This is an optimization exercise on Yosys and OpenROAD, whose aim is small area, a short achievable clock period and few clock cycles, not a production implementation. Function was checked by simulation only, so behaviour that the tests miss may differ from the original.

## flow/design.v (module list and top-level ports; edited modules follow where they fit)
// module ucdsh_mac1: 829 lines
// module ucdsh_mac2: 894 lines
// module userchoice_dual_scramble_hash_core: 211 lines
module userchoice_dual_scramble_hash_core (
  input  wire                              clk_i,
  input  wire                              rst_ni,
  input  wire                              in_valid_i,
  output logic                             in_stall_o,
  input  wire  [ucdsh_pkg::WordW-1:0]      in_data_i,
  input  wire                              in_last_i,
  output logic                             out_valid_o,
  input  wire                              out_stall_i,
  output logic [ucdsh_pkg::WordW-1:0]      out_hash_first_o,
  output logic [ucdsh_pkg::WordW-1:0]      out_hash_second_o,
  output logic                             out_hash_valid_o,
  input  wire                              cfg_we_i,
  input  wire  [ucdsh_pkg::CfgIdxW-1:0]    cfg_idx_i,
  input  wire  [ucdsh_pkg::WordW-1:0]      cfg_wdata_i
);
  // ...
==> flow/flow/run.sh <==
#!/bin/bash
set -euo pipefail
bash standard.sh SETUP_SLACK_MARGIN=8 finish > flow.log 2>&1
==> flow/standard.sh <==
#!/bin/bash
# synth_recipe.tcl (not shown) runs the flow's synth.tcl, then flattens the netlist and writes it again
# the make line also repeats each setting of config.mk as NAME=value (left out here)
make -C /OpenROAD-flow-scripts/flow DESIGN_CONFIG=/design/flow/config.mk WORK_HOME=/design/flow/orfs CLKGATE_MAP_FILE= SYNTH_SCRIPT=/design/flow/synth_recipe.tcl "${@:-finish}"
==> flow/config.mk <==
export PLATFORM = sky130hd
export DESIGN_NAME = userchoice_dual_scramble_hash_core
export DESIGN_NICKNAME = userchoice_dual_scramble_hash_core
export VERILOG_FILES = /design/flow/design.v
export SDC_FILE = /design/flow/constraint.sdc
export NUM_CORES = 4
export LEC_CHECK = 0
export ABC_CLOCK_PERIOD_IN_PS = 4000
export CAP_MARGIN = 20
export CORE_MARGIN = 2
export CORE_UTILIZATION = 40
export SETUP_SLACK_MARGIN = 5
export SLEW_MARGIN = 20
==> flow/constraint.sdc <==
create_clock -name core_clock -period 14.0 [get_ports {clk_i}]
set_input_delay 2.8000 -clock core_clock [delete_from_list [all_inputs] [get_ports {clk_i}]]
set_output_delay 2.8000 -clock core_clock [all_outputs]
set_load 0.01 [all_outputs]
==> out/results.txt, run 1 <==
Outcome: finished clean
Total Routing Usage GR: 30.84%
Main combinational cell family by area after synthesis: adder cells
Final Hold Vio Count: 0
Crit path capture type: output port
Global-route wire length before repair: 256200 um
Net Count, Synth: 5430
Place WS: 6.580 ns
Worst EP arrival: 4.15 ns
Hold_sp: fold_q$_DFF_PN0_
Proportion of layout cells with a drive suffix above 1: 23.90%
Area growth from synthesis to final layout: 25.81%
WP depth: 16
Reg-to-reg startpoint: hb_q[23]$_DFFE_PP_
Crit start category: register
Non-clock buffer share: 10.52%
DRC Markers: 0
Die area: 112200 um2
Commonest non-fill, non-tap cell in the layout: xnor2_1
Post-synth top cells: a22oi_1, fa_1, nand2_1, xnor2_1, inv_1
Min-delay worst type: reg -> reg
Multi-input gates: 3603
Num Clock Sinks: 371
M1 WL: 67510 um
Worst-Skew Late Latency: 0.63 ns
WL per Instance: 27.78 um
Testbench counts, summed over its fixed seeds: cycles 14,117.
==> module userchoice_dual_scramble_hash_core, before the edit <==
module userchoice_dual_scramble_hash_core (
  input  wire                              clk_i,
  input  wire                              rst_ni,
  input  wire                              in_valid_i,
  output logic                             in_stall_o,
  input  wire  [ucdsh_pkg::WordW-1:0]      in_data_i,
  input  wire                              in_last_i,
  output logic                             out_valid_o,
  input  wire                              out_stall_i,
  output logic [ucdsh_pkg::WordW-1:0]      out_hash_first_o,
  output logic [ucdsh_pkg::WordW-1:0]      out_hash_second_o,
  output logic                             out_hash_valid_o,
  input  wire                              cfg_we_i,
  input  wire  [ucdsh_pkg::CfgIdxW-1:0]    cfg_idx_i,
  input  wire  [ucdsh_pkg::WordW-1:0]      cfg_wdata_i
);
  localparam int unsigned W = ucdsh_pkg::WordW;
  function automatic logic [W-1:0] swap(logic [W-1:0] v);
    swap = {v[15:0], v[31:16]};
  endfunction
  function automatic logic [47:0] booth(logic [W-1:0] b);
    logic [32:0] bx;
    bx = {b, 1'b0};
    for (int i = 0; i < 16; i++) begin
      booth[i]      = bx[2*i+1] ^ bx[2*i];
      booth[16 + i] = (bx[2*i+2] & ~bx[2*i+1] & ~bx[2*i]) |
                      (~bx[2*i+2] & bx[2*i+1] & bx[2*i]);
      booth[32 + i] = bx[2*i+2];
    end
  endfunction
  logic [W-1:0] seed_e_q, seed_o_q;
  logic [0:0]   q_v;
  logic [W-1:0] q_w0;
  logic         q_l0, q_n0;
  logic         par_q, partial_q;
  logic         idle_q, pos_q;
  logic [4:0]   t_q;
  logic         mlast_q, acc_q, fold_q, sub_q, emit_q;
  logic [W-1:0] ha_q, hb_q, pb_q, tot_a_q, tot_b_q;
  logic [47:0]  ka_q, kb_q;
  logic         sa_w_q, sa_h_q, sa_s_q;
  logic         sb_w_q, sb_h_q, sb_r_q, sb_s_q, sc_p_q, sc_h_q;
  logic         ohv_q;
  logic out_free, zero_msg, fresh;
  logic adv4, end9, fold, pop, run;
  logic idle_d, pos_d;
  logic [4:0] t_d;
  assign out_free  = !emit_q || !out_stall_i;
  assign zero_msg  = idle_q && out_free && q_v[0] && q_l0;
  assign fresh     = idle_q && out_free && q_v[0] && !q_l0;
  assign adv4 = t_q[4] && (pos_q ? (mlast_q || q_v[0]) : q_v[0]);
  assign end9 = t_q[4] && pos_q && (mlast_q || (q_v[0] && q_l0));
  assign fold = t_q[4] && q_v[0] && (!pos_q || (!mlast_q && !q_l0));
  assign pop  = fresh || zero_msg || sub_q || (end9 && !mlast_q);
  assign run  = fresh || (!idle_q && (!t_q[4] || adv4));
  always_comb begin
    idle_d = idle_q;
    pos_d  = pos_q;
    t_d    = t_q;
    if (fresh) begin
      idle_d = 1'b0;
      pos_d  = 1'b0;
      t_d    = 5'b00010;
    end else if (t_q[4]) begin
      if (end9) begin
        idle_d = 1'b1;
        pos_d  = 1'b0;
        t_d    = '0;
      end else if (q_v[0]) begin
        pos_d  = !pos_q;
        t_d    = 5'b00001;
      end
    end else if (!idle_q) begin
      t_d = t_q << 1;
    end
  end
  logic [W-1:0] seed_d, ka_d, kb_d;
  always_comb begin
    seed_d = (pos_d ? seed_o_q : seed_e_q) | 32'd1;
    ka_d = seed_d;
    if (t_d[1])      ka_d = pos_d ? ucdsh_pkg::ScrA1_0 : ucdsh_pkg::ScrA0_0;
    else if (t_d[2]) ka_d = pos_d ? ucdsh_pkg::ScrA1_1 : ucdsh_pkg::ScrA0_1;
    else if (t_d[3]) ka_d = pos_d ? ucdsh_pkg::ScrA1_2 : ucdsh_pkg::ScrA0_2;
    else if (t_d[4]) ka_d = pos_d ? ucdsh_pkg::ScrA1_3 : ucdsh_pkg::ScrA0_3;
    kb_d = pos_d ? ucdsh_pkg::ScrB1_0 : ucdsh_pkg::ScrB0_0;
    if (t_d[1])      kb_d = seed_d;
    else if (t_d[2]) kb_d = pos_d ? ucdsh_pkg::ScrB1_1 : ucdsh_pkg::ScrB0_1;
    else if (t_d[3]) kb_d = pos_d ? ucdsh_pkg::ScrB1_2 : ucdsh_pkg::ScrB0_2;
    else if (t_d[4]) kb_d = pos_d ? ucdsh_pkg::ScrB1_3 : ucdsh_pkg::ScrB0_3;
  end
  logic [W-1:0] fold_w;
  logic [W-1:0] a_op, a_y;
  logic [W-1:0] b_op, b_add, b_y;
  assign fold_w = fold ? q_w0 : '0;
  assign a_op  = ({W{sa_w_q}} & q_w0) | ({W{sa_h_q}} & ha_q) |
                 ({W{sa_s_q}} & swap(ha_q));
  assign b_op  = ({W{sb_w_q}} & swap(q_w0)) | ({W{sb_h_q}} & hb_q) |
                 ({W{sb_r_q}} & {16'd0, hb_q[31:16]}) | ({W{sb_s_q}} & swap(hb_q));
  assign b_add = ({W{sc_p_q}} & pb_q) | ({W{sc_h_q}} & hb_q);
  ucdsh_mac1 u_mac_a (
    .a_i   (a_op),
    .one_i (ka_q[15:0]),
    .two_i (ka_q[31:16]),
    .neg_i (ka_q[47:32]),
    .c0_i  (fold_w),
    .y_o   (a_y)
  );
  ucdsh_mac2 u_mac_b (
    .a_i   (b_op),
    .one_i (kb_q[15:0]),
    .two_i (kb_q[31:16]),
    .neg_i (kb_q[47:32]),
    .c0_i  (b_add),
    .c1_i  (fold_w),
    .y_o   (b_y)
  );
  logic [W-1:0] tot_a_eff, tot_b_eff, ta_op, tb_op;
  logic [W:0]   ta_sum, tb_sum;
  assign ta_op     = ({W{acc_q}} & ha_q) | ({W{sub_q}} & ~q_w0);
  assign tb_op     = ({W{acc_q}} & hb_q) | ({W{sub_q}} & ~q_w0);
  assign ta_sum    = {tot_a_q, 1'b1} + {ta_op, sub_q};
  assign tb_sum    = {tot_b_q, 1'b1} + {tb_op, sub_q};
  assign tot_a_eff = ta_sum[W:1];
  assign tot_b_eff = tb_sum[W:1];
  logic seed_busy, take, new_ns, qfree;
  assign seed_busy  = (!idle_q && (!pos_q || t_q[0] || t_q[1])) ||
                      (q_v[0] && q_n0);
  assign qfree      = !q_v[0] || sub_q || (end9 && !mlast_q);
  assign in_stall_o = !qfree || (!partial_q && seed_busy);
  assign take       = in_valid_i && !in_stall_o;
  assign new_ns     = par_q || !in_last_i;
  always_ff @(posedge clk_i or negedge rst_ni) begin
    if (!rst_ni) begin
      seed_e_q  <= 32'd1;
      seed_o_q  <= 32'd1;
      q_v       <= '0;
      par_q     <= 1'b0;
      partial_q <= 1'b0;
      idle_q    <= 1'b1;
      pos_q     <= 1'b0;
      t_q       <= '0;
      mlast_q   <= 1'b0;
      acc_q     <= 1'b0;
      fold_q    <= 1'b0;
      sub_q     <= 1'b0;
      emit_q    <= 1'b0;
      ohv_q     <= 1'b0;
    end else begin
      if (cfg_we_i && cfg_idx_i == 1'b0) seed_e_q <= cfg_wdata_i;
      if (cfg_we_i && cfg_idx_i == 1'b1) seed_o_q <= cfg_wdata_i;
      if (take)     q_v[0] <= 1'b1;
      else if (pop) q_v[0] <= 1'b0;
      if (take) begin
        par_q     <= in_last_i ? 1'b0 : !par_q;
        partial_q <= !in_last_i;
      end
      idle_q <= idle_d;
      pos_q  <= pos_d;
      t_q    <= t_d;
      if (fresh) mlast_q <= 1'b0;
      else if (t_q[4] && !pos_q && q_v[0]) mlast_q <= q_l0;
      acc_q  <= adv4;
      fold_q <= fold;
      sub_q  <= fold_q;
      if (end9 || zero_msg) begin
        emit_q <= 1'b1;
        ohv_q  <= end9;
      end else if (!out_stall_i) begin
        emit_q <= 1'b0;
      end
    end
  end
  always_ff @(posedge clk_i) begin
    if (take) begin
      q_w0 <= in_data_i; q_l0 <= in_last_i; q_n0 <= new_ns;
    end
    sa_w_q <= idle_d;
    sa_h_q <= !idle_d && t_d[0];
    sa_s_q <= |t_d[4:1];
    sb_w_q <= idle_d;
    sb_h_q <= t_d[1] || t_d[3];
    sb_r_q <= t_d[2];
    sb_s_q <= !idle_d && (t_d[0] || t_d[4]);
    sc_p_q <= t_d[1] || t_d[3];
    sc_h_q <= t_d[4];
    ka_q <= booth(ka_d);
    kb_q <= booth(kb_d);
    if (run) ha_q <= a_y;
    if (run) begin
      if (fresh) begin
        hb_q <= q_w0;
        pb_q <= b_y;
      end else if (t_q[0] || t_q[2]) begin
        pb_q <= b_y;
      end else begin
        hb_q <= b_y;
      end
    end
    if (fresh) begin
      tot_a_q <= '0;
      tot_b_q <= '0;
    end else begin
      tot_a_q <= tot_a_eff;
      tot_b_q <= tot_b_eff;
    end
  end
  assign out_valid_o       = emit_q;
  assign out_hash_first_o  = (ha_q ^ hb_q) & {W{ohv_q}};
  assign out_hash_second_o = (tot_a_eff ^ tot_b_eff) & {W{ohv_q}};
  assign out_hash_valid_o  = ohv_q;
endmodule
==> run 2: changes to the inputs <==
--- a/flow/design.v
+++ b/flow/design.v
@@ -1781,3 +1781,3 @@
   logic         sa_w_q, sa_h_q, sa_s_q;
-  logic         sb_w_q, sb_h_q, sb_r_q, sb_s_q, sc_p_q, sc_h_q;
+  logic         sb_w_q, sb_q_q, sb_h_q, sb_r_q, sb_s_q, sc_p_q, sc_h_q;
   logic         ohv_q;
@@ -1793,3 +1793,3 @@
   assign fold = t_q[4] && q_v[0] && (!pos_q || (!mlast_q && !q_l0));
-  assign pop  = fresh || zero_msg || sub_q || (end9 && !mlast_q);
+  assign pop  = zero_msg || t_q[1] || (end9 && !mlast_q);
   assign run  = fresh || (!idle_q && (!t_q[4] || adv4));
@@ -1836,3 +1836,3 @@
                  ({W{sa_s_q}} & swap(ha_q));
-  assign b_op  = ({W{sb_w_q}} & swap(q_w0)) | ({W{sb_h_q}} & hb_q) |
+  assign b_op  = ({W{sb_w_q}} & swap(q_w0)) | ({W{sb_q_q}} & q_w0) | ({W{sb_h_q}} & hb_q) |
                  ({W{sb_r_q}} & {16'd0, hb_q[31:16]}) | ({W{sb_s_q}} & swap(hb_q));
@@ -1867,3 +1867,3 @@
                       (q_v[0] && q_n0);
-  assign qfree      = !q_v[0] || sub_q || (end9 && !mlast_q);
+  assign qfree      = !q_v[0] || t_q[1] || (end9 && !mlast_q);
   assign in_stall_o = !qfree || (!partial_q && seed_busy);
@@ -1920,3 +1920,4 @@
     sb_w_q <= idle_d;
-    sb_h_q <= t_d[1] || t_d[3];
+    sb_q_q <= fresh;
+    sb_h_q <= (t_d[1] && !fresh) || t_d[3];
     sb_r_q <= t_d[2];
@@ -1929,10 +1930,4 @@
     if (run) begin
-      if (fresh) begin
-        hb_q <= q_w0;
-        pb_q <= b_y;
-      end else if (t_q[0] || t_q[2]) begin
-        pb_q <= b_y;
-      end else begin
-        hb_q <= b_y;
-      end
+      if (fresh || t_q[0] || t_q[2]) pb_q <= b_y;
+      else                           hb_q <= b_y;
     end
--- a/flow/config.mk
+++ b/flow/config.mk
@@ -7,3 +7,3 @@
 export LEC_CHECK = 0
-export ABC_CLOCK_PERIOD_IN_PS = 4000
+export ABC_AREA = 1
 export CAP_MARGIN = 20
==> out/results.txt, run 2 <==
Area growth from synthesis to final layout: 28.34% (was 25.81%)
Number of flops mapped to enable cells by yosys: 130 (unchanged)
Total Routing Usage GR: 34.78% (was 30.84%)
Minimum hold slack: 0.3611 ns (was 0.3581 ns)
Most frequent CP cell: nand2_1 (was nand2_2)
Clk root buf: clkbuf_16 (unchanged)
WP depth: 17 (was 16)
Reg2reg path depth: 24 (was 21)
Max FO, Critical Path: 6 (was 8)
Hpwl dp: 149200 um (was 120200 um)
Final Hold Vio Count: 0 (unchanged)
Crit path capture type: output port (unchanged)
Most frequent cells in the layout: nand2_1, inv_1, xor2_1 (was xnor2_1, a22oi_1, fa_1)
Top cell type's share of synthesized area: 21.04% (was 21.39%)
Synth area leader: fa_1 (unchanged)
Post-Synth Adder-Cell Area: 26.55% (was 26.99%)
Chip height: 337.6 um (was 334.9 um)
Setup TNS: 0 ns (unchanged)
Fmax: 151.6 MHz (was 143.8 MHz)
Post-synthesis xor/xnor area fraction: 13.43% (was 15.95%)
Post-synth design cell area: 44530 um2 (was 43810 um2)
I/O Pins: 138 (unchanged)
Crit-path max cell delay: 0.45 ns (was 0.50 ns)
CP max stage cell: dfrtp_2 (unchanged)
Place WS: 5.947 ns (was 6.580 ns)
WL per Instance: 27.02 um (was 27.78 um)
Required time worst endpoint: 11.20 ns (about the same)
Finish-stage setup viols: 0 (unchanged)
Seq cells post-synth: 373 (was 371)
Simple-gate share of the synthesized area: 14.74% (was 9.948%)
Mapped Cells: 5616 (was 4695)
Clock buffer count from CTS: 44 (was 46)
Final WL: 204400 um (was 179100 um)
Buf/Inv on CP: 5 (was 4)
Cell variety after synth: 59 (was 101)
Multi-input logic area: 35060 um2 (was 35280 um2)
Worst EP arrival: 3.80 ns (was 4.15 ns)
Core area: 110500 um2 (was 108700 um2)
GRT overflow: 0 (unchanged)
End of the critical path: out_hash_second_o[26] (was out_hash_second_o[31])
Crit path kind: reg -> out (unchanged)
YS warnings: 1 (unchanged)
Crit path setup slack, layout: 7.402 ns (was 7.048 ns)
CTS tree: done (unchanged)
Max-slew violation count: 0 (unchanged)
Net Count, Synth: 6351 (was 5430)
Commonest non-fill, non-tap cell in the layout: nand2_1 (was xnor2_1)
Synth area leaders: fa_1, xor2_1, nand2_1 (was fa_1, xnor2_1, edfxtp_1)
Reg-to-reg startpoint: q_w0[14]$_DFFE_PP_ (was hb_q[23]$_DFFE_PP_)
Share of async-settable or async-resettable flops after synthesis: 20.91% (was 21.02%)
Worst-Skew Late Latency: 0.63 ns (about the same)
Seq/Total Area, Yosys: 20.57% (was 20.82%)
Via count: 43860 (was 38970)
# hold bufs at CTS: 0 (unchanged)
Clock skew: 0.03855 ns (was 0.04359 ns)
Cell with the most instances after synthesis: nand2_1 (was a22oi_1)
IO buf count: 136 (unchanged)
Vias per std cell: 5.797 (was 6.046)
Die Width: 337.6 um (was 334.9 um)
FF-to-FF End: pb_q[31]$_DFFE_PP_ (was hb_q[28]$_DFFE_PP_)
Fin nets: 6771 (was 5728)
Synth Area in Compound Gates: 14.81% (was 16.90%)
Crit start category: register (unchanged)
Initial DRT Pass Iterations: 8 (was 10)
Final ANT Viol Nets: 0 (unchanged)
Crit path launch: acc_q$_DFF_PN0_ (was sub_q$_DFF_PN0_)
Period minus WS final: 6.598 ns (was 6.952 ns)
DRC Markers: 0 (unchanged)
Proportion of layout cells with a drive suffix above 1: 22.36% (was 23.90%)
Flop2flop setup slack: 7.48 ns (was 7.30 ns)
Initial antenna violation count: 6 (unchanged)
Crit-path cells: buf_4 > clkbuf_16 > nand2_1 > o21ai_2 > ha_2 > nand2_1 > inv_1 > nand2_1 > nor3_1 > nand3_2 > nand3_4 > nand2_2 > nand2_4 > xnor2_4 > buf_4 > a21oi_2 > buf_2 (was clkbuf_16 > nand2b_4 > nand2_2 > ha_4 > nand2_2 > or3_4 > and4b_2 > o21bai_4 > a41oi_2 > buf_4 > o21ai_4 > buf_6 > a211oi_4 > xnor2_4 > nor2_1 > buf_2)
Htree depth: 2 (unchanged)
Largest net degree at the start of global routing: 69 (was 79)
DRT iter0 DRCs: 5480 (was 5313)
Global placer's final weighted congestion: 1.021 (was 0.9765)
Syn Area/Cell: 7.928 um2 (was 9.331 um2)
Mux share of post-synthesis cell area: 0.2810% (was 2.988%)
Number of global-route vias before repair: 42320 (was 37870)
Max transition margin: 14.04% (was 26.07%)
Max clock buf depth: 3 (unchanged)
Min-delay worst type: reg -> reg (unchanged)
Tcrit/Tclk final: 47.13% (was 49.66%)
Synth Flop Type: dfxtp_1 (unchanged)
Hold_sp: fold_q$_DFF_PN0_ (unchanged)
Largest regs: ka_q (46), kb_q (46) (unchanged)
Worst-margin pin slew: 1.276 ns (was 1.109 ns)
Fillers: 10450 (was 9877)
Num Clock Sinks: 373 (was 371)
Clock slew at reported path FFs: 0.06 ns (about the same)
Unrepaired setup endpoints after global routing: true (unchanged)
Register Area: 9185 um2 (was 9148 um2)
Starting density of the core: 40.29% (was 40.30%)
Main combinational cell family by area after synthesis: adder cells (unchanged)
Post-synth top cells: nand2_1, inv_1, xor2_1, fa_1, o22ai_1 (was a22oi_1, fa_1, nand2_1, xnor2_1, inv_1)
Global-route wire length before repair: 287500 um (was 256200 um)
# rows: 122 (was 121)
Delay-heaviest family, CP: simple AND/OR/NAND/NOR gates (unchanged)
Max-cap violations: 0 (unchanged)
Outcome: finished clean (unchanged)
Die area: 114000 um2 (was 112200 um2)
==> run 2: final cells by class <==
type                            count  area share [%]
Sequential cell                   373           16.07
Inverter                          883           6.212
Clock inverter                     22          0.4138
Multi-Input combinational cell   4115           61.35
Tap cell                         1488           3.258
Clock buffer                       60           2.104
Timing Repair Buffer              614           10.50
Antenna cell                        5         0.02190
Timing Repair inverter              5         0.06350
==> run 2: per-layer routing <==
metal  wire length [um]  track usage [%]  share of wire, %  up-vias
met5                156                0             0.076        -
li1                   -                -                 -    18980
met2              85870            51.97                42     2825
met1              78200            44.74                38    21250
met4              15440            20.19               7.6       10
met3              24780            10.06                12      789
==> run 2: logic make-up (layout without fill, tap and decap cells) <==
kind of cell    Yosys count  count (layout)
buf+inv                1128            1584
simple gates           1614            1614
other cells               0               5
xor+xnor                683             683
flops                   373             373
fa+ha+maj               664             664
mux                      12              12
compound gates         1142            1142
==> run 2: repair_timing <==
| item | in CTS | in global routing |
|---|---|---|
| endpoints found under the setup margin | 148 | 89 |
| pin swaps | 129 | 206 |
| resized for setup | 758 | 463 |
| setup buffers | 242 | 145 |
| cloned | 16 | 7 |
==> run 2: how the worst min path moves through the flow <==
| stage | slack, ns | to | cells past startpoint |
|---|---|---|---|
| after floorplan | 0.33 | sub_q$_DFF_PN0_ | 0 |
| after CTS | 0.36 | sub_q$_DFF_PN0_ | 0 |
| after global routing | 0.37 | sub_q$_DFF_PN0_ | 0 |
| final | 0.36 | sub_q$_DFF_PN0_ | 0 |
| after global placement | 0.33 | sub_q$_DFF_PN0_ | 0 |
| after detailed placement | 0.35 | sub_q$_DFF_PN0_ | 0 |
==> run 2: metrics by stage <==
step	util, %	cells	cell area (um2)
after floorplan	-	5616	44570
after global placement	42.86	7067	47360
after detailed placement	42.86	7067	47360
after CTS	48.77	7407	53900
after global routing	51.69	7560	57130
final	51.71	7565	57140
Testbench counts of run 2, summed over its fixed seeds: cycles 14,117.
==> run 3: changes to the inputs <==
--- a/flow/config.mk
+++ b/flow/config.mk
@@ -10,3 +10,4 @@
 export CORE_MARGIN = 2
-export CORE_UTILIZATION = 40
+export CORE_UTILIZATION = 60
+export PLACE_DENSITY = 0.72
 export SETUP_SLACK_MARGIN = 5
==> out/results.txt, run 3 <==
Seq cells post-synth: 373 (unchanged)
Seq/Total Area, Yosys: 20.57% (unchanged)
Max clock buf depth: 3 (unchanged)
Crit path kind: reg -> out (unchanged)
Chip height: 276.4 um (was 337.6 um)
Crit-path max cell delay: 0.51 ns (was 0.45 ns)
Syn Area/Cell: 7.928 um2 (unchanged)
Crit path launch: acc_q$_DFF_PN0_ (unchanged)
DRT iter0 DRCs: 9425 (was 5480)
Global-route wire length before repair: 298400 um (was 287500 um)
Final ANT Viol Nets: 0 (unchanged)
WL per Instance: 30.72 um (was 27.02 um)
Hpwl dp: 141100 um (was 149200 um)
Worst-margin pin slew: 1.160 ns (was 1.276 ns)
# rows: 99 (was 122)
Synth area leaders: fa_1, xor2_1, nand2_1 (unchanged)
Place WS: 5.897 ns (was 5.947 ns)
Final Hold Vio Count: 0 (unchanged)
Multi-input logic area: 36600 um2 (was 35060 um2)
Tcrit/Tclk final: 51.28% (was 47.13%)
Die area: 76410 um2 (was 114000 um2)
Required time worst endpoint: 11.20 ns (about the same)
Die Width: 276.4 um (was 337.6 um)
Min-delay worst type: reg -> reg (unchanged)
Max transition margin: 22.55% (was 14.04%)
CTS tree: done (unchanged)
Core area: 73210 um2 (was 110500 um2)
Max FO, Critical Path: 6 (unchanged)
Fillers: 4319 (was 10450)
Share of async-settable or async-resettable flops after synthesis: 20.91% (unchanged)
Max-slew violation count: 0 (unchanged)
Hold_sp: fold_q$_DFF_PN0_ (unchanged)
Crit path setup slack, layout: 6.821 ns (was 7.402 ns)
Worst EP arrival: 4.38 ns (was 3.80 ns)
Reg-to-reg startpoint: acc_q$_DFF_PN0_ (was q_w0[14]$_DFFE_PP_)
Unrepaired setup endpoints after global routing: true (unchanged)
Delay-heaviest family, CP: simple AND/OR/NAND/NOR gates (unchanged)
Placed Cells incl. Taps: 6520 (was 7067)
Number of global-route vias before repair: 45990 (was 42320)
Num Clock Sinks: 373 (unchanged)
DRC Markers: 0 (unchanged)
Largest regs: ka_q (46), kb_q (46) (unchanged)
Final WL: 222500 um (was 204400 um)
I/O Pins: 138 (unchanged)
Htree depth: 2 (unchanged)
Clock buffer count from CTS: 43 (was 44)
Most frequent CP cell: nand2_1 (unchanged)
Cell with the most instances after synthesis: nand2_1 (unchanged)
Clock skew: 0.07057 ns (was 0.03855 ns)
Setup TNS: 0 ns (unchanged)
Post-synth design cell area: 44530 um2 (unchanged)
CP max stage cell: nor2_2 (was dfrtp_2)
Clk root buf: clkbuf_16 (unchanged)
Starting density of the core: 60.82% (was 40.29%)
Proportion of layout cells with a drive suffix above 1: 29.03% (was 22.36%)
Commonest non-fill, non-tap cell in the layout: nand2_1 (unchanged)
Outcome: finished clean (unchanged)
Synth Flop Type: dfxtp_1 (unchanged)
Number of flops mapped to enable cells by yosys: 130 (unchanged)
Top cell type's share of synthesized area: 21.04% (unchanged)
Final Non-Filler Cells: 7243 (was 7565)
Crit start category: register (unchanged)
Global placer's final weighted congestion: 1.074 (was 1.021)
Initial DRT Pass Iterations: 36 (was 8)
Mapped Cells: 5616 (unchanged)
Max-cap violations: 0 (unchanged)
Buf/Inv on CP: 6 (was 5)
Largest net degree at the start of global routing: 79 (was 69)
Vias per std cell: 6.838 (was 5.797)
Area growth from synthesis to final layout: 35.31% (was 28.34%)
Crit-path cells: buf_12 > clkinvlp_4 > buf_8 > buf_16 > o22ai_4 > ha_4 > nand2_4 > inv_4 > a21oi_2 > o21ai_2 > nand2_1 > nand3_2 > nand2_2 > nand3_4 > xor2_4 > nand2_1 > nand2_1 > nor2_2 > buf_2 (was buf_4 > clkbuf_16 > nand2_1 > o21ai_2 > ha_2 > nand2_1 > inv_1 > nand2_1 > nor3_1 > nand3_2 > nand3_4 > nand2_2 > nand2_4 > xnor2_4 > buf_4 > a21oi_2 > buf_2)
Post-synth top cells: nand2_1, inv_1, xor2_1, fa_1, o22ai_1 (unchanged)
# hold bufs at CTS: 0 (unchanged)
GRT overflow: 0 (unchanged)
Synth area leader: fa_1 (unchanged)
Fin nets: 6969 (was 6771)
Worst-Skew Late Latency: 0.67 ns (was 0.63 ns)
Clock slew at reported path FFs: 0.07 ns (was 0.06 ns)
Most frequent cells in the layout: nand2_1, inv_1, xor2_1 (unchanged)
Initial antenna violation count: 10 (was 6)
Cell variety after synth: 59 (unchanged)
Crit path capture type: output port (unchanged)
Total Routing Usage GR: 52.96% (was 34.78%)
Finish-stage setup viols: 0 (unchanged)
Via count: 49530 (was 43860)
Net Count, Synth: 6351 (unchanged)
Fmax: 139.3 MHz (was 151.6 MHz)
Register Area: 9195 um2 (was 9185 um2)
IO buf count: 136 (unchanged)
YS warnings: 1 (unchanged)
Period minus WS final: 7.179 ns (was 6.598 ns)
[run 3: changes by cell type in the layout (fill, tap and decap cells not counted), sizes merged, moves of 2 or more]
cell,change
clkbuf,-4
buf,+210
diode,+10
clkinv,+4
clkdlybuf4s15,-4
dlygate4sd2,-4
clkdlybuf4s50,-2
inv,-6
[run 3: routing by layer]
layer / global-route usage [%] / routed length [um]
met5: 2.689 / 860
met1: 60.41 / 69180
met4: 43.80 / 28190
met2: 75.41 / 86910
met3: 24.54 / 37350
[run 3: worst paths after layout]
kind | slack [ns] | endpoint | depth (start not counted)
setup reg to reg | 7.30 | tot_b_q[18]$_SDFF_PP0_ | 47
hold reg to reg | 0.35 | sub_q$_DFF_PN0_ | 0
hold / removal | 0.35 | sub_q$_DFF_PN0_ | 0
max in group asynchronous | 11.27 | idle_q$_DFF_PN1_ | 2
min in group asynchronous | 2.09 | seed_o_q[30]$_DFFE_PN0P_ | 1
setup / recovery | 6.82 | out_hash_second_o[27] | 19
[run 3: logic make-up after synthesis]
group	synth area share (%)
XOR/XNOR	13.43
adder cells (fa/ha/maj)	26.55
buffers and inverters	9.616
flip-flops	20.57
multiplexers	0.2810
AO/OA/AOI/OAI	14.81
AND/OR/NAND/NOR	14.74
[run 3: layout make-up]
class,instances,area share [%]
clock inverters,24,0.4963
flip-flops and latches,373,15.26
multi-input cells,4115,60.75
diodes,15,0.06230
repair inverters,3,0.03323
repair buffers,815,13.53
inverters,883,5.914
well taps,959,1.992
clock buffers,56,1.969
[run 3: what timing repair did]
item	CTS	global route
gates resized for setup	1154	531
pin swaps	272	311
gates cloned	23	6
setup endpoints to repair	134	118
setup buffers	416	182
[run 3: stage by stage]
stage	area [um2]	util (%)	hold WS [ns]
final	60250	82.30	0.3498
after global routing	60210	82.25	0.3603
after CTS	56340	76.96	0.3505
after detailed placement	46590	63.64	0.3364
after global placement	46560	63.60	0.3344
after floorplan	44570	-	0.3312
==> run 4: changes to the inputs <==
--- a/flow/design.v
+++ b/flow/design.v
@@ -1779,3 +1779,2 @@
   logic [W-1:0] ha_q, hb_q, pb_q, tot_a_q, tot_b_q;
-  logic [47:0]  ka_q, kb_q;
   logic         sa_w_q, sa_h_q, sa_s_q;
@@ -1816,16 +1815,25 @@
   end
-  logic [W-1:0] seed_d, ka_d, kb_d;
-  always_comb begin
-    seed_d = (pos_d ? seed_o_q : seed_e_q) | 32'd1;
-    ka_d = seed_d;
-    if (t_d[1])      ka_d = pos_d ? ucdsh_pkg::ScrA1_0 : ucdsh_pkg::ScrA0_0;
-    else if (t_d[2]) ka_d = pos_d ? ucdsh_pkg::ScrA1_1 : ucdsh_pkg::ScrA0_1;
-    else if (t_d[3]) ka_d = pos_d ? ucdsh_pkg::ScrA1_2 : ucdsh_pkg::ScrA0_2;
-    else if (t_d[4]) ka_d = pos_d ? ucdsh_pkg::ScrA1_3 : ucdsh_pkg::ScrA0_3;
-    kb_d = pos_d ? ucdsh_pkg::ScrB1_0 : ucdsh_pkg::ScrB0_0;
-    if (t_d[1])      kb_d = seed_d;
-    else if (t_d[2]) kb_d = pos_d ? ucdsh_pkg::ScrB1_1 : ucdsh_pkg::ScrB0_1;
-    else if (t_d[3]) kb_d = pos_d ? ucdsh_pkg::ScrB1_2 : ucdsh_pkg::ScrB0_2;
-    else if (t_d[4]) kb_d = pos_d ? ucdsh_pkg::ScrB1_3 : ucdsh_pkg::ScrB0_3;
-  end
+  localparam logic [47:0] KA00 = booth(ucdsh_pkg::ScrA0_0), KA01 = booth(ucdsh_pkg::ScrA0_1),
+                          KA02 = booth(ucdsh_pkg::ScrA0_2), KA03 = booth(ucdsh_pkg::ScrA0_3),
+                          KA10 = booth(ucdsh_pkg::ScrA1_0), KA11 = booth(ucdsh_pkg::ScrA1_1),
+                          KA12 = booth(ucdsh_pkg::ScrA1_2), KA13 = booth(ucdsh_pkg::ScrA1_3);
+  localparam logic [47:0] KB00 = booth(ucdsh_pkg::ScrB0_0), KB01 = booth(ucdsh_pkg::ScrB0_1),
+                          KB02 = booth(ucdsh_pkg::ScrB0_2), KB03 = booth(ucdsh_pkg::ScrB0_3),
+                          KB10 = booth(ucdsh_pkg::ScrB1_0), KB11 = booth(ucdsh_pkg::ScrB1_1),
+                          KB12 = booth(ucdsh_pkg::ScrB1_2), KB13 = booth(ucdsh_pkg::ScrB1_3);
+  logic [47:0] k_seed, ka, kb;
+  logic [4:0]  tp0, tp1;
+  assign k_seed = booth((pos_q ? seed_o_q : seed_e_q) | 32'd1);
+  assign tp0    = t_q & {5{!pos_q}};
+  assign tp1    = t_q & {5{pos_q}};
+  assign ka = ({48{idle_q | t_q[0]}} & k_seed) |
+              ({48{tp0[1]}} & KA00) | ({48{tp0[2]}} & KA01) |
+              ({48{tp0[3]}} & KA02) | ({48{tp0[4]}} & KA03) |
+              ({48{tp1[1]}} & KA10) | ({48{tp1[2]}} & KA11) |
+              ({48{tp1[3]}} & KA12) | ({48{tp1[4]}} & KA13);
+  assign kb = ({48{t_q[1]}} & k_seed) |
+              ({48{idle_q | tp0[0]}} & KB00) | ({48{tp0[2]}} & KB01) |
+              ({48{tp0[3]}} & KB02) | ({48{tp0[4]}} & KB03) |
+              ({48{tp1[0]}} & KB10) | ({48{tp1[2]}} & KB11) |
+              ({48{tp1[3]}} & KB12) | ({48{tp1[4]}} & KB13);
   logic [W-1:0] fold_w;
@@ -1841,5 +1849,5 @@
     .a_i   (a_op),
-    .one_i (ka_q[15:0]),
-    .two_i (ka_q[31:16]),
-    .neg_i (ka_q[47:32]),
+    .one_i (ka[15:0]),
+    .two_i (ka[31:16]),
+    .neg_i (ka[47:32]),
     .c0_i  (fold_w),
@@ -1849,5 +1857,5 @@
     .a_i   (b_op),
-    .one_i (kb_q[15:0]),
-    .two_i (kb_q[31:16]),
-    .neg_i (kb_q[47:32]),
+    .one_i (kb[15:0]),
+    .two_i (kb[31:16]),
+    .neg_i (kb[47:32]),
     .c0_i  (b_add),
@@ -1926,4 +1934,2 @@
     sc_h_q <= t_d[4];
-    ka_q <= booth(ka_d);
-    kb_q <= booth(kb_d);
     if (run) ha_q <= a_y;
--- a/flow/config.mk
+++ b/flow/config.mk
@@ -10,4 +10,3 @@
 export CORE_MARGIN = 2
-export CORE_UTILIZATION = 60
-export PLACE_DENSITY = 0.72
+export CORE_UTILIZATION = 40
 export SETUP_SLACK_MARGIN = 5
==> out/results.txt, run 4 <==
Outcome: finished clean (unchanged)
Proportion of layout cells with a drive suffix above 1: 17.42% (was 29.03%)
YS warnings: 1 (unchanged)
Die Width: 330.1 um (was 276.4 um)
Max transition margin: 17.58% (was 22.55%)
Final WL: 189000 um (was 222500 um)
DRC Markers: 0 (unchanged)
Finish-stage setup viols: 0 (unchanged)
Initial antenna violation count: 2 (was 10)
Hpwl dp: 138700 um (was 141100 um)
Via count: 41710 (was 49530)
Post-synth design cell area: 42530 um2 (was 44530 um2)
Max clock buf depth: 3 (unchanged)
CTS tree: done (unchanged)
Vias per std cell: 5.826 (was 6.838)
Starting density of the core: 40.34% (was 60.82%)
Share of async-settable or async-resettable flops after synthesis: 27.76% (was 20.91%)
Min-delay worst type: reg -> reg (unchanged)
Seq cells post-synth: 281 (was 373)
Crit path kind: reg -> reg (was reg -> out)
Clock buffer count from CTS: 38 (was 43)
Number of flops mapped to enable cells by yosys: 130 (unchanged)
Worst EP arrival: 7.44 ns (was 4.38 ns)
Global placer's final weighted congestion: 1.037 (was 1.074)
Placed Cells incl. Taps: 6828 (was 6520)
I/O Pins: 138 (unchanged)
Max-slew violation count: 0 (unchanged)
Unrepaired setup endpoints after global routing: true (unchanged)
Synth area leader: fa_1 (unchanged)
Required time worst endpoint: 14.36 ns (was 11.20 ns)
Clock slew at reported path FFs: 0.07 ns (about the same)
Crit-path max cell delay: 0.67 ns (was 0.51 ns)
Largest net degree at the start of global routing: 67 (was 79)
Fin nets: 6461 (was 6969)
Net Count, Synth: 6217 (was 6351)
Commonest non-fill, non-tap cell in the layout: nand2_1 (unchanged)
Worst-margin pin slew: 1.232 ns (was 1.160 ns)
Cell variety after synth: 66 (was 59)
Crit start category: register (unchanged)
Cell with the most instances after synthesis: nand2_1 (unchanged)
Final Non-Filler Cells: 7160 (was 7243)
Total Routing Usage GR: 34.23% (was 52.96%)
Seq/Total Area, Yosys: 17.21% (was 20.57%)
Area growth from synthesis to final layout: 21.93% (was 35.31%)
Crit-path cells: inv_1 > buf_4 > o22ai_1 > nor2_1 > o22ai_1 > xor2_1 > fa_1 > inv_1 > fa_1 > fa_2 > fa_1 > inv_1 > fa_1 > inv_1 > fa_1 > inv_1 > ha_1 > inv_2 > nor3_1 > a221oi_2 > nand2_4 > nand3_1 > nand2_2 (was buf_12 > clkinvlp_4 > buf_8 > buf_16 > o22ai_4 > ha_4 > nand2_4 > inv_4 > a21oi_2 > o21ai_2 > nand2_1 > nand3_2 > nand2_2 > nand3_4 > xor2_4 > nand2_1 > nand2_1 > nor2_2 > buf_2)
Mapped Cells: 5495 (was 5616)
Chip height: 330.1 um (was 276.4 um)
Clock skew: 0.06265 ns (was 0.07057 ns)
Period minus WS final: 7.079 ns (was 7.179 ns)
WL per Instance: 26.39 um (was 30.72 um)
Initial DRT Pass Iterations: 26 (was 36)
Most frequent cells in the layout: nand2_1, inv_1, xor2_1 (unchanged)
Synth Flop Type: edfxtp_1 (was dfxtp_1)
Crit path capture type: register (was output port)
Register Area: 7330 um2 (was 9195 um2)
Tcrit/Tclk final: 50.56% (was 51.28%)
Setup TNS: 0 ns (unchanged)
Number of global-route vias before repair: 40890 (was 45990)
GRT overflow: 0 (unchanged)
Max-cap violations: 0 (unchanged)
Top cell type's share of synthesized area: 22.03% (was 21.04%)
Final ANT Viol Nets: 0 (unchanged)
Htree depth: 2 (unchanged)
Core area: 105400 um2 (was 73210 um2)
Max FO, Critical Path: 22 (was 6)
# rows: 119 (was 99)
Multi-input logic area: 33570 um2 (was 36600 um2)
Global-route wire length before repair: 273500 um (was 298400 um)
Minimum hold slack: 0.3499 ns (was 0.3498 ns)
Die area: 108900 um2 (was 76410 um2)
Synth area leaders: fa_1, xor2_1, nand2_1 (unchanged)
Fillers: 10240 (was 4319)
Number of diodes: 0 (was 15)
IO buf count: 136 (unchanged)
CP max stage cell: nor2_1 (was nor2_2)
Num Clock Sinks: 281 (was 373)
Syn Area/Cell: 7.739 um2 (was 7.928 um2)
Clk root buf: clkbuf_16 (unchanged)
Final Hold Vio Count: 0 (unchanged)
Worst-Skew Late Latency: 0.64 ns (was 0.67 ns)
DRT iter0 DRCs: 5052 (was 9425)
Post-synth top cells: nand2_1, inv_1, xor2_1, fa_1, o22ai_1 (unchanged)
Fmax: 141.3 MHz (was 139.3 MHz)
[run 4: kinds of logic after synthesis]
family,synth area share [%]
AND/OR/NAND/NOR,15.98
buffers and inverters,10.54
AO/OA/AOI/OAI,14.45
XOR/XNOR,14.28
adder cells (fa/ha/maj),27.41
flip-flops,17.21
multiplexers,0.1206
[run 4: path summary, 6_finish.rpt]
kind,from,to,slack [ns],cells past startpoint
setup / recovery,sb_h_q$_DFF_P_,hb_q[31]$_DFFE_PP_,6.92,23
hold / removal,fold_q$_DFF_PN0_,sub_q$_DFF_PN0_,0.35,0
setup reg to reg,sb_h_q$_DFF_P_,hb_q[31]$_DFFE_PP_,6.92,23
hold reg to reg,fold_q$_DFF_PN0_,sub_q$_DFF_PN0_,0.35,0
max in group asynchronous,rst_ni,sub_q$_DFF_PN0_,10.77,2
min in group asynchronous,rst_ni,seed_o_q[10]$_DFFE_PN0P_,2.18,1
[run 4: area by class of cell]
cell class              instances  share of cell area, %
multi-input cells            4063                  64.73
flip-flops and latches        281                  14.13
repair buffers                455                  8.158
inverters                     880                  6.937
well taps                    1391                  3.356
clock buffers                  46                  1.952
clock inverters                24                 0.4560
repair inverters               20                 0.2775
[run 4: timing repair]
item | in CTS | in global routing
resized for setup | 743 | 160
pin swaps | 104 | 53
hold buffers | 0 | 0
gates cloned | 29 | 0
endpoints found under the setup margin | 107 | 151
setup buffers | 196 | 36
[run 4: critical path: cells and delay by family (launching register included)]
family                   cells  cell delay (ns)
AO/OA/AOI/OAI                3             0.75
XOR/XNOR                     1             0.19
adder cells (fa/ha/maj)      7             3.34
buffers and inverters        7             0.88
flip-flops                   1             0.43
AND/OR/NAND/NOR              5             1.18
[run 4: metal layers]
metal	global-route usage, %	wire (um)	up-vias
li1	-	-	18220
met2	51.23	79920	2642
met5	0	0	-
met4	20.28	14200	0
met1	44.60	72590	20230
met3	8.810	22250	623
[run 4: stage by stage]
step	setup WS, ns	area, um2	util (%)
6_report	6.921	51860	49.19
5_1_grt	6.759	51860	49.19
4_1_cts	7.114	50920	48.30
3_5_place_dp	5.335	45380	43.05
3_3_place_gp	5.388	45380	43.04
2_1_floorplan	7.960	42910	-
Testbench counts of run 4, summed over its fixed seeds: cycles 14,117.
==> run 5: changes to the inputs <==
--- a/flow/config.mk
+++ b/flow/config.mk
@@ -11,2 +11,3 @@
 export CORE_UTILIZATION = 40
+export PLACE_DENSITY = 0.7
 export SETUP_SLACK_MARGIN = 5
==> out/results.txt, run 5 <==
Tcrit/Tclk final: 49.19% (was 50.56%)
Crit path kind: reg -> reg (unchanged)
Max FO, Critical Path: 5 (was 22)
Setup TNS: 0 ns (unchanged)
# hold bufs at CTS: 0 (unchanged)
Hpwl dp: 136400 um (was 138700 um)
Htree depth: 2 (unchanged)
Synth area leaders: fa_1, xor2_1, nand2_1 (unchanged)
Initial antenna violation count: 5 (was 2)
Fmax: 145.2 MHz (was 141.3 MHz)
Cell variety after synth: 66 (unchanged)
Fillers: 9221 (was 10240)
Net Count, Synth: 6217 (unchanged)
Outcome: finished clean (unchanged)
Synth Flop Type: edfxtp_1 (unchanged)
Clk root buf: clkbuf_16 (unchanged)
Top cell type's share of synthesized area: 22.03% (unchanged)
Largest net degree at the start of global routing: 79 (was 67)
CP max stage cell: fa_1 (was nor2_1)
Final ANT Viol Nets: 0 (unchanged)
Via count: 44750 (was 41710)
Syn Area/Cell: 7.739 um2 (unchanged)
# rows: 119 (unchanged)
Required time worst endpoint: 14.38 ns (was 14.36 ns)
Die Width: 330.1 um (unchanged)
DRC Markers: 0 (unchanged)
Max clock buf depth: 3 (unchanged)
Initial DRT Pass Iterations: 19 (was 26)
Period minus WS final: 6.886 ns (was 7.079 ns)
Final Non-Filler Cells: 7381 (was 7160)
Clock buffer count from CTS: 38 (unchanged)
I/O Pins: 138 (unchanged)
YS warnings: 1 (unchanged)
Mapped Cells: 5495 (unchanged)
Most frequent cells in the layout: nand2_1, inv_1, xor2_1 (unchanged)
Die area: 108900 um2 (unchanged)
DRT iter0 DRCs: 5965 (was 5052)
Crit start category: register (unchanged)
Minimum hold slack: 0.3597 ns (was 0.3499 ns)
Final Hold Vio Count: 0 (unchanged)
Core area: 105400 um2 (unchanged)
Clock slew at reported path FFs: 0.07 ns (about the same)
Fin nets: 6680 (was 6461)
Number of global-route vias before repair: 43170 (was 40890)
Seq/Total Area, Yosys: 17.21% (unchanged)
Num Clock Sinks: 281 (unchanged)
Max-cap violations: 0 (unchanged)
GRT overflow: 0 (unchanged)
Max-slew violation count: 0 (unchanged)
Starting density of the core: 40.34% (unchanged)
Unrepaired setup endpoints after global routing: true (unchanged)
Final WL: 200000 um (was 189000 um)
Finish-stage setup viols: 0 (unchanged)
Global-route wire length before repair: 282000 um (was 273500 um)
Proportion of layout cells with a drive suffix above 1: 26.46% (was 17.42%)
Crit-path max cell delay: 0.58 ns (was 0.67 ns)
Clock skew: 0.03315 ns (was 0.06265 ns)
Placed Cells incl. Taps: 6831 (was 6828)
Max transition margin: 14.03% (was 17.58%)
Total Routing Usage GR: 35.00% (was 34.23%)
Number of flops mapped to enable cells by yosys: 130 (unchanged)
Worst-margin pin slew: 1.285 ns (was 1.232 ns)
CTS tree: done (unchanged)
Post-synth top cells: nand2_1, inv_1, xor2_1, fa_1, o22ai_1 (unchanged)
Global placer's final weighted congestion: 1.028 (was 1.037)
Flop2flop setup slack: 7.11 ns (was 6.92 ns)
Min-delay worst type: reg -> reg (unchanged)
Share of async-settable or async-resettable flops after synthesis: 27.76% (unchanged)
Chip height: 330.1 um (unchanged)
Worst-Skew Late Latency: 0.63 ns (was 0.64 ns)
IO buf count: 136 (unchanged)
Crit path capture type: register (unchanged)
Commonest non-fill, non-tap cell in the layout: nand2_1 (unchanged)
Area growth from synthesis to final layout: 33.75% (was 21.93%)
Synth area leader: fa_1 (unchanged)
Final instance area: 56880 um2 (was 51860 um2)
Total placed instance area: 45390 um2 (was 45380 um2)
Worst EP arrival: 7.27 ns (was 7.44 ns)
WL per Instance: 27.09 um (was 26.39 um)
Cell with the most instances after synthesis: nand2_1 (unchanged)
Seq cells post-synth: 281 (unchanged)
Post-synth design cell area: 42530 um2 (unchanged)
Vias per std cell: 6.062 (was 5.826)
## run 5: what timing repair did
item | 4_1_cts | 5_1_grt
resized for setup | 1025 | 526
endpoints found under the setup margin | 109 | 120
cloned | 35 | 2
setup buffers | 313 | 128
pin swaps | 262 | 257
hold endpoints to repair | 0 | 0
## run 5: per-layer routing
| layer | wire, um | GRT usage, % | vias to the layer above |
|---|---|---|---|
| li1 | - | - | 18650 |
| met1 | 71310 | 43.59 | 21400 |
| met2 | 82950 | 51.85 | 3634 |
| met3 | 26910 | 10.58 | 1057 |
| met4 | 18710 | 24.40 | 6 |
| met5 | 80 | 0.3478 | - |
## run 5: cell type report
| class | instances | area, um2 | share of cell area [%] |
|---|---|---|---|
| Multi-Input combinational cell | 4062 | 35990 | 63.27 |
| Antenna cell | 3 | 7.507 | 0.01320 |
| Timing Repair inverter | 21 | 191.4 | 0.3366 |
| Clock buffer | 46 | 1054 | 1.852 |
| Inverter | 880 | 3675 | 6.461 |
| Clock inverter | 23 | 260.3 | 0.4575 |
| Timing Repair Buffer | 674 | 6629 | 11.65 |
| Sequential cell | 281 | 7337 | 12.90 |
| Tap cell | 1391 | 1740 | 3.060 |
## run 5: kinds of logic (layout without fill, tap and decap cells)
logic type	Yosys count	count (layout)	share of synthesized area, %
xor+xnor	691	691	14.28
simple gates	1665	1665	15.98
buf+inv	1152	1644	10.54
other cells	0	3	0
fa+ha+maj	651	651	27.41
flops	281	281	17.21
mux	5	5	0.1206
compound gates	1050	1050	14.45
## run 5: final timing paths
check | endpoint | depth (start not counted) | start
max in group asynchronous | t_q[4]$_DFF_PN0_ | 1 | rst_ni
worst min register to register | sub_q$_DFF_PN0_ | 0 | fold_q$_DFF_PN0_
worst max register to register | pb_q[31]$_DFFE_PP_ | 25 | hb_q[24]$_DFFE_PP_
worst min-delay path | sub_q$_DFF_PN0_ | 0 | fold_q$_DFF_PN0_
worst max-delay path | pb_q[31]$_DFFE_PP_ | 25 | hb_q[24]$_DFFE_PP_
min in group asynchronous | seed_e_q[21]$_DFFE_PN0P_ | 1 | rst_ni
## run 5: metrics by stage
step | setup slack, ns | util [%]
floorplan | 7.960 | -
global placement | 5.340 | 43.06
detailed placement | 5.275 | 43.06
CTS | 7.293 | 50.73
global route | 7.025 | 53.95
finish | 7.114 | 53.96
## run 5: worst max-delay path, delay by kind of cell (launching register included)
kind                     cells  cell delay (ns)
XOR/XNOR                     1             0.19
flip-flops                   1             0.53
AO/OA/AOI/OAI                3             0.31
AND/OR/NAND/NOR              5             1.01
adder cells (fa/ha/maj)      7             3.36
buffers and inverters        9             1.24
==> run 6: changes to the inputs <==
==> flow/flow/run.sh (replaced) <==
#!/bin/bash
set -euo pipefail
bash standard.sh SETUP_SLACK_MARGIN=9 finish > flow.log 2>&1
--- a/flow/config.mk
+++ b/flow/config.mk
@@ -11,3 +11,2 @@
 export CORE_UTILIZATION = 40
-export PLACE_DENSITY = 0.7
 export SETUP_SLACK_MARGIN = 5
==> out/results.txt, run 6 <==
Max-cap violations: 0 (unchanged)
Global-route wire length before repair: 278800 um (was 282000 um)
Die Width: 330.1 um (unchanged)
Synth area leaders: fa_1, xor2_1, nand2_1 (unchanged)
Most frequent cells in the layout: nand2_1, inv_1, xor2_1 (unchanged)
Total Routing Usage GR: 34.91% (was 35.00%)
Max clock buf depth: 3 (unchanged)
Crit path setup slack, layout: 7.075 ns (was 7.114 ns)
Largest net degree at the start of global routing: 71 (was 79)
DRC Markers: 0 (unchanged)
Max FO, Critical Path: 22 (was 5)
Clock slew at reported path FFs: 0.06 ns (was 0.07 ns)
Crit start category: register (unchanged)
Delay-heaviest family, CP: adder cells (unchanged)
Clock buffer count from CTS: 39 (was 38)
Reg2reg path depth: 23 (was 25)
GRT overflow: 0 (unchanged)
Num Clock Sinks: 281 (unchanged)
Clk root buf: clkbuf_16 (unchanged)
WP depth: 23 (was 25)
Place WS: 5.372 ns (was 5.275 ns)
Worst EP arrival: 7.28 ns (was 7.27 ns)
Cell with the most instances after synthesis: nand2_1 (unchanged)
CP max stage cell: fa_1 (unchanged)
Worst-Skew Late Latency: 0.62 ns (was 0.63 ns)
Initial antenna violation count: 2 (was 5)
Worst-margin pin slew: 1.308 ns (was 1.285 ns)
Max transition margin: 12.49% (was 14.03%)
Proportion of layout cells with a drive suffix above 1: 28.75% (was 26.46%)
DRT iter0 DRCs: 5423 (was 5965)
Starting density of the core: 40.34% (unchanged)
Flop2flop setup slack: 7.07 ns (was 7.11 ns)
Final Hold Vio Count: 0 (unchanged)
Fin nets: 6674 (was 6680)
WL per Instance: 26.88 um (was 27.09 um)
Crit path launch: hb_q[8]$_DFFE_PP_ (was hb_q[24]$_DFFE_PP_)
Buf/Inv on CP: 7 (was 9)
I/O Pins: 138 (unchanged)
Initial DRT Pass Iterations: 27 (was 19)
Layout Utilization: 54.57% (was 53.96%)
Number of global-route vias before repair: 41180 (was 43170)
Required time worst endpoint: 14.36 ns (was 14.38 ns)
Hpwl dp: 141300 um (was 136400 um)
Syn Area/Cell: 7.739 um2 (unchanged)
YS warnings: 1 (unchanged)
Tcrit/Tclk final: 49.47% (was 49.19%)
Unrepaired setup endpoints after global routing: true (unchanged)
Via count: 43010 (was 44750)
Mapped Cells: 5495 (unchanged)
Crit path kind: reg -> reg (unchanged)
Placed Cells incl. Taps: 6829 (was 6831)
# rows: 119 (unchanged)
Reg-to-reg startpoint: hb_q[8]$_DFFE_PP_ (was hb_q[24]$_DFFE_PP_)
Global placer's final weighted congestion: 1.028 (about the same)
Final WL: 198200 um (was 200000 um)
# hold bufs at CTS: 0 (unchanged)
Setup TNS: 0 ns (unchanged)
Seq/Total Area, Yosys: 17.21% (unchanged)
CTS tree: done (unchanged)
End of the critical path: pb_q[31]$_DFFE_PP_ (unchanged)
Final Non-Filler Cells: 7375 (was 7381)
Core area: 105400 um2 (unchanged)
Max-slew violation count: 0 (unchanged)
Final ANT Viol Nets: 0 (unchanged)
Commonest non-fill, non-tap cell in the layout: nand2_1 (unchanged)
IO buf count: 136 (unchanged)
Vias per std cell: 5.832 (was 6.062)
Area growth from synthesis to final layout: 35.27% (was 33.75%)
Crit path capture type: register (unchanged)
Crit-path max cell delay: 0.60 ns (was 0.58 ns)
Min-delay worst type: reg -> reg (unchanged)
Fmax: 144.4 MHz (was 145.2 MHz)
Post-synth design cell area: 42530 um2 (unchanged)
Synth Flop Type: edfxtp_1 (unchanged)
FF-to-FF End: pb_q[31]$_DFFE_PP_ (unchanged)
Clock skew: 0.02914 ns (was 0.03315 ns)
Cell variety after synth: 66 (unchanged)
Chip height: 330.1 um (unchanged)
Most frequent CP cell: inv_1
Finish-stage setup viols: 0 (unchanged)
Die area: 108900 um2 (unchanged)
Period minus WS final: 6.925 ns (was 6.886 ns)
Crit-path cells: inv_1 > o211ai_1 > nor2_1 > buf_4 > o22ai_2 > xor2_1 > fa_1 > fa_1 > fa_2 > fa_1 > inv_1 > fa_1 > inv_1 > fa_2 > inv_1 > ha_4 > inv_4 > nor4_4 > nand4_1 > nand2_4 > inv_1 > nand3_2 > nand2_4
Number of flops mapped to enable cells by yosys: 130 (unchanged)
Synth area leader: fa_1 (unchanged)
Net Count, Synth: 6217 (unchanged)
Outcome: finished clean (unchanged)
Htree depth: 2 (unchanged)
Share of async-settable or async-resettable flops after synthesis: 27.76% (unchanged)
Post-synth top cells: nand2_1, inv_1, xor2_1, fa_1, o22ai_1 (unchanged)
Seq cells post-synth: 281 (unchanged)
Top cell type's share of synthesized area: 22.03% (unchanged)
[run 6: area by class of cell]
class                      instances  area (um2)
tap                             1391        1740
multi-input combinational       4063       36700
sequential                       281        7341
timing repair inverter            16       153.9
inverter                         880        3715
timing repair buffer             671        6616
clock inverter                    23       206.4
clock buffer                      49        1055
antenna                            1       2.502
fill                            9496       47890
[run 6: how the worst min path moves through the flow]
| stage | cells after the start | slack [ns] | to | start |
|---|---|---|---|---|
| after floorplan | 0 | 0.33 | sub_q$_DFF_PN0_ | fold_q$_DFF_PN0_ |
| after global placement | 0 | 0.33 | sub_q$_DFF_PN0_ | fold_q$_DFF_PN0_ |
| after detailed placement | 0 | 0.34 | sub_q$_DFF_PN0_ | fold_q$_DFF_PN0_ |
| after CTS | 0 | 0.36 | sub_q$_DFF_PN0_ | fold_q$_DFF_PN0_ |
| after global routing | 0 | 0.37 | sub_q$_DFF_PN0_ | fold_q$_DFF_PN0_ |
| final | 0 | 0.35 | sub_q$_DFF_PN0_ | fold_q$_DFF_PN0_ |
[run 6: per-stage QoR]
stage	hold WS, ns	area (um2)
after floorplan	0.3312	44190
after CTS	0.3557	53700
after global placement	0.3324	46440
after detailed placement	0.3418	46440
after global routing	0.3690	57530
final	0.3544	57530
[run 6: timing repair]
action	in CTS	in global routing
endpoints found under the setup margin	247	221
gates cloned	26	9
gates resized for setup	883	583
buffers inserted	280	156
pin swaps	223	253
[run 6: cell families after synthesis]
logic type | Yosys count | synth area share [%]
adders and majority gates | 651 | 27.41
AOI/OAI and AO/OA | 1050 | 14.45
DFF | 281 | 17.21
buffers and inverters | 1152 | 10.54
xor gates and xnor gates | 691 | 14.28
muxes | 5 | 0.1206
and+or+nand+nor | 1665 | 15.98
[run 6: per-layer routing]
layer / routed length (um) / global-route usage [%]
met1: 73940 / 44.91
met4: 15870 / 21.53
met5: 0 / 0
met3: 23590 / 8.894
met2: 84840 / 52.59
==> run 7: changes to the inputs <==
==> flow/flow/run.sh (replaced) <==
#!/bin/bash
set -euo pipefail
bash standard.sh SETUP_SLACK_MARGIN=7 finish > flow.log 2>&1
==> out/results.txt, run 7 <==
Outcome: finished clean (unchanged)
Post-Synth Adder-Cell Area: 27.41% (unchanged)
Max-cap violations: 0 (unchanged)
Max-slew violation count: 0 (unchanged)
WL per Instance: 26.65 um (was 26.88 um)
Num Clock Sinks: 281 (unchanged)
Cell with the most instances after synthesis: nand2_1 (unchanged)
Main combinational cell family by area after synthesis: adder cells (unchanged)
Flop2flop setup slack: 6.97 ns (was 7.07 ns)
Hold_sp: fold_q$_DFF_PN0_ (unchanged)
Simple-gate share of the synthesized area: 15.98% (unchanged)
Seq/Total Area, Yosys: 17.21% (unchanged)
Htree depth: 2 (unchanged)
Proportion of layout cells with a drive suffix above 1: 16.32% (was 28.75%)
Die area: 108900 um2 (unchanged)
Worst Hold End: sub_q$_DFF_PN0_ (unchanged)
Tcrit/Tclk final: 50.35% (was 49.47%)
Share of async-settable or async-resettable flops after synthesis: 27.76% (unchanged)
Via count: 41710 (was 43010)
Clock buffer count from CTS: 38 (was 39)
Global-route wire length before repair: 270000 um (was 278800 um)
Multi-input logic area: 33160 um2 (was 36700 um2)
Synth area leader: fa_1 (unchanged)
Mapped Cells: 5495 (unchanged)
FF-to-FF End: hb_q[31]$_DFFE_PP_ (was pb_q[31]$_DFFE_PP_)
Delay-heaviest family, CP: buffers and inverters (was adder cells)
DRC Markers: 0 (unchanged)
Final Hold Vio Count: 0 (unchanged)
Initial antenna violation count: 5 (was 2)
Place WS: 5.186 ns (was 5.372 ns)
I/O Pins: 138 (unchanged)
YS warnings: 1 (unchanged)
Clock slew at reported path FFs: 0.07 ns (was 0.06 ns)
Worst-margin pin slew: 1.213 ns (was 1.308 ns)
GRT overflow: 0 (unchanged)
Area growth from synthesis to final layout: 21.62% (was 35.27%)
Placed Cells incl. Taps: 6837 (was 6829)
Crit-path max cell delay: 0.56 ns (was 0.60 ns)
DRT iter0 DRCs: 4986 (was 5423)
Synth area leaders: fa_1, xor2_1, nand2_1 (unchanged)
Layout Utilization: 49.06% (was 54.57%)
Reg2reg path depth: 28 (was 23)
Finish-stage setup viols: 0 (unchanged)
Max clock buf depth: 3 (unchanged)
Number of global-route vias before repair: 39800 (was 41180)
Worst EP arrival: 4.25 ns (was 7.28 ns)
Reg-to-reg startpoint: pos_q$_DFFE_PN0P_ (was hb_q[8]$_DFFE_PP_)
Die Width: 330.1 um (unchanged)
Post-synth top cells: nand2_1, inv_1, xor2_1, fa_1, o22ai_1 (unchanged)
Final WL: 191200 um (was 198200 um)
Buf/Inv on CP: 7 (unchanged)
Syn Area/Cell: 7.739 um2 (unchanged)
Clock skew: 0.04535 ns (was 0.02914 ns)
Max transition margin: 18.83% (was 12.49%)
Total placed instance area: 45220 um2 (was 46440 um2)
Min-delay worst type: reg -> reg (unchanged)
CP max stage cell: clkdlybuf4s50_1 (was fa_1)
Chip height: 330.1 um (unchanged)
Worst-Skew Late Latency: 0.61 ns (was 0.62 ns)
Register Area: 7333 um2 (was 7341 um2)
IO buf count: 136 (unchanged)
Crit path kind: reg -> out (was reg -> reg)
Largest net degree at the start of global routing: 67 (was 71)
Fillers: 10260 (was 9496)
Total Routing Usage GR: 33.90% (was 34.91%)
# rows: 119 (unchanged)
Top cell type's share of synthesized area: 22.03% (unchanged)
Unrepaired setup endpoints after global routing: true (unchanged)
Starting density of the core: 40.34% (unchanged)
Net Count, Synth: 6217 (unchanged)
Cell variety after synth: 66 (unchanged)
Synth Flop Type: edfxtp_1 (unchanged)
Final Non-Filler Cells: 7176 (was 7375)
Initial DRT Pass Iterations: 28 (was 27)
Post-synth design cell area: 42530 um2 (unchanged)
Core area: 105400 um2 (unchanged)
Most frequent cells in the layout: nand2_1, inv_1, xor2_1 (unchanged)
Setup TNS: 0 ns (unchanged)
Mux share of post-synthesis cell area: 0.1206% (unchanged)
Final ANT Viol Nets: 0 (unchanged)
CTS tree: done (unchanged)
Required time worst endpoint: 11.20 ns (was 14.36 ns)
Global placer's final weighted congestion: 1.003 (was 1.028)
Final instance area: 51720 um2 (was 57530 um2)
Crit path setup slack, layout: 6.951 ns (was 7.075 ns)
Crit start category: register (unchanged)
Hold Path Stages: 0 (unchanged)
Fin nets: 6475 (was 6674)
Max FO, Critical Path: 8 (was 22)
Seq cells post-synth: 281 (unchanged)
Commonest non-fill, non-tap cell in the layout: nand2_1 (unchanged)
Crit path capture type: output port (was register)
Period minus WS final: 7.049 ns (was 6.925 ns)
Crit-path cells: clkinv_4 > buf_16 > o22ai_4 > inv_2 > fa_2 > o21ai_2 > nand2_1 > nand2_2 > a21boi_4 > buf_12 > o21bai_4 > buf_4 > xor2_1 > inv_1 > o21ai_0 > a21oi_1 > clkdlybuf4s50_1 (was inv_1 > o211ai_1 > nor2_1 > buf_4 > o22ai_2 > xor2_1 > fa_1 > fa_1 > fa_2 > fa_1 > inv_1 > fa_1 > inv_1 > fa_2 > inv_1 > ha_4 > inv_4 > nor4_4 > nand4_1 > nand2_4 > inv_1 > nand3_2 > nand2_4)
Fmax: 141.9 MHz (was 144.4 MHz)
Vias per std cell: 5.812 (was 5.832)
Minimum hold slack: 0.3316 ns (was 0.3544 ns)
Clk root buf: clkbuf_16 (unchanged)
Hpwl dp: 142100 um (was 141300 um)
Number of flops mapped to enable cells by yosys: 130 (unchanged)
Post-synthesis xor/xnor area fraction: 14.28% (unchanged)
Synth Area in Compound Gates: 14.45% (unchanged)
==> run 7: layer usage <==
metal | vias up | track usage, % | share of wire, % | routed length (um)
li1 | 18250 | - | - | -
met1 | 20300 | 44.22 | 39 | 74700
met2 | 2589 | 51.82 | 43 | 82870
met3 | 575 | 7.302 | 10 | 19590
met4 | 2 | 19.86 | 7.4 | 14070
met5 | - | 0.04348 | 0.0058 | 11
==> run 7: layout make-up <==
cell class,count,area share (%)
Antenna cell,2,0.009677
Clock buffer,58,2.163
Clock inverter,12,0.2177
Inverter,880,7.049
Multi-Input combinational cell,4062,64.11
Sequential cell,281,14.18
Tap cell,1391,3.365
Timing Repair Buffer,470,8.639
Timing Repair inverter,20,0.2685
==> run 7: logic make-up (layout without fill, tap and decap cells) <==
group / after synthesis / in the layout
AOI/OAI and AO/OA: 1050 / 1050
other: 0 / 2
adders and majority gates: 651 / 651
DFF: 281 / 281
xor gates and xnor gates: 691 / 691
and+or+nand+nor: 1665 / 1665
muxes: 5 / 5
buffers and inverters: 1152 / 1440
==> run 7: how the worst max path moves through the flow <==
stage	startpoint	end	slack, ns	cells past startpoint
floorplan	idle_q$_DFF_PN1_	hb_q[28]$_DFFE_PP_	7.51	26
global route	pos_q$_DFFE_PN0P_	ha_q[31]$_DFFE_PP_	6.77	32
CTS	pos_q$_DFFE_PN0P_	hb_q[31]$_DFFE_PP_	6.86	28
finish	sub_q$_DFF_PN0_	out_hash_second_o[13]	6.95	17
global placement	pos_q$_DFFE_PN0P_	hb_q[31]$_DFFE_PP_	5.26	26
detailed placement	pos_q$_DFFE_PN0P_	hb_q[28]$_DFFE_PP_	5.19	29
==> run 7: timing repair <==
| action | 4_1_cts | 5_1_grt |
|---|---|---|
| resized for setup | 392 | 393 |
| hold endpoints to repair | 0 | 0 |
| setup endpoints to repair | 93 | 52 |
| pin swaps | 45 | 150 |
| setup buffers | 98 | 136 |
| cloned | 22 | 10 |
| hold buffers | 0 | 0 |

## re-timing with driven ports
The results above use ideal ports. As a check the final layouts listed here were re-extracted and re-timed, cells and wires unchanged. Step 1 (the two cells are an assumption about what drives the block):
set clk [get_ports {clk_i}]
set_driving_cell -lib_cell sky130_fd_sc_hd__clkbuf_16 $clk
set_driving_cell -lib_cell sky130_fd_sc_hd__buf_2 [delete_from_list [all_inputs] $clk]
Step 2, shift: input delay + t, output delay - t, t = (earliest + latest rising clock arrival at the registers) / 2. This alone moves slack from input paths to output paths. Slacks: no drivers / after step 1 / after step 2; pairs: no drivers / after step 1.
| run | t (ns) | setup WS [ns] | worst setup path at the end | worst slew at a driven data input, ns |
|---|---|---|---|---|
| run 1 | 0.680 | 7.048 / 6.976 / 7.298 | register to register | 0.07 |
| run 2 | 0.673 | 7.402 / 7.337 / 7.475 | register to register | 0.06 |
| run 3 | 0.711 | 6.821 / 6.746 / 7.295 | input to register | 0.07 |
| run 4 | 0.679 | 6.921 / 6.921 / 6.921 | register to register | 0.04 |
| run 5 | 0.691 | 7.114 / 7.083 / 7.114 | register to register | 0.05 |
| run 6 | 0.686 | 7.075 / 7.075 / 7.075 | register to register | 0.05 |
| run 7 | 0.658 | 6.951 / 6.880 / 6.967 | register to register | 0.10 |
After both steps setup and hold are still met in every run listed.
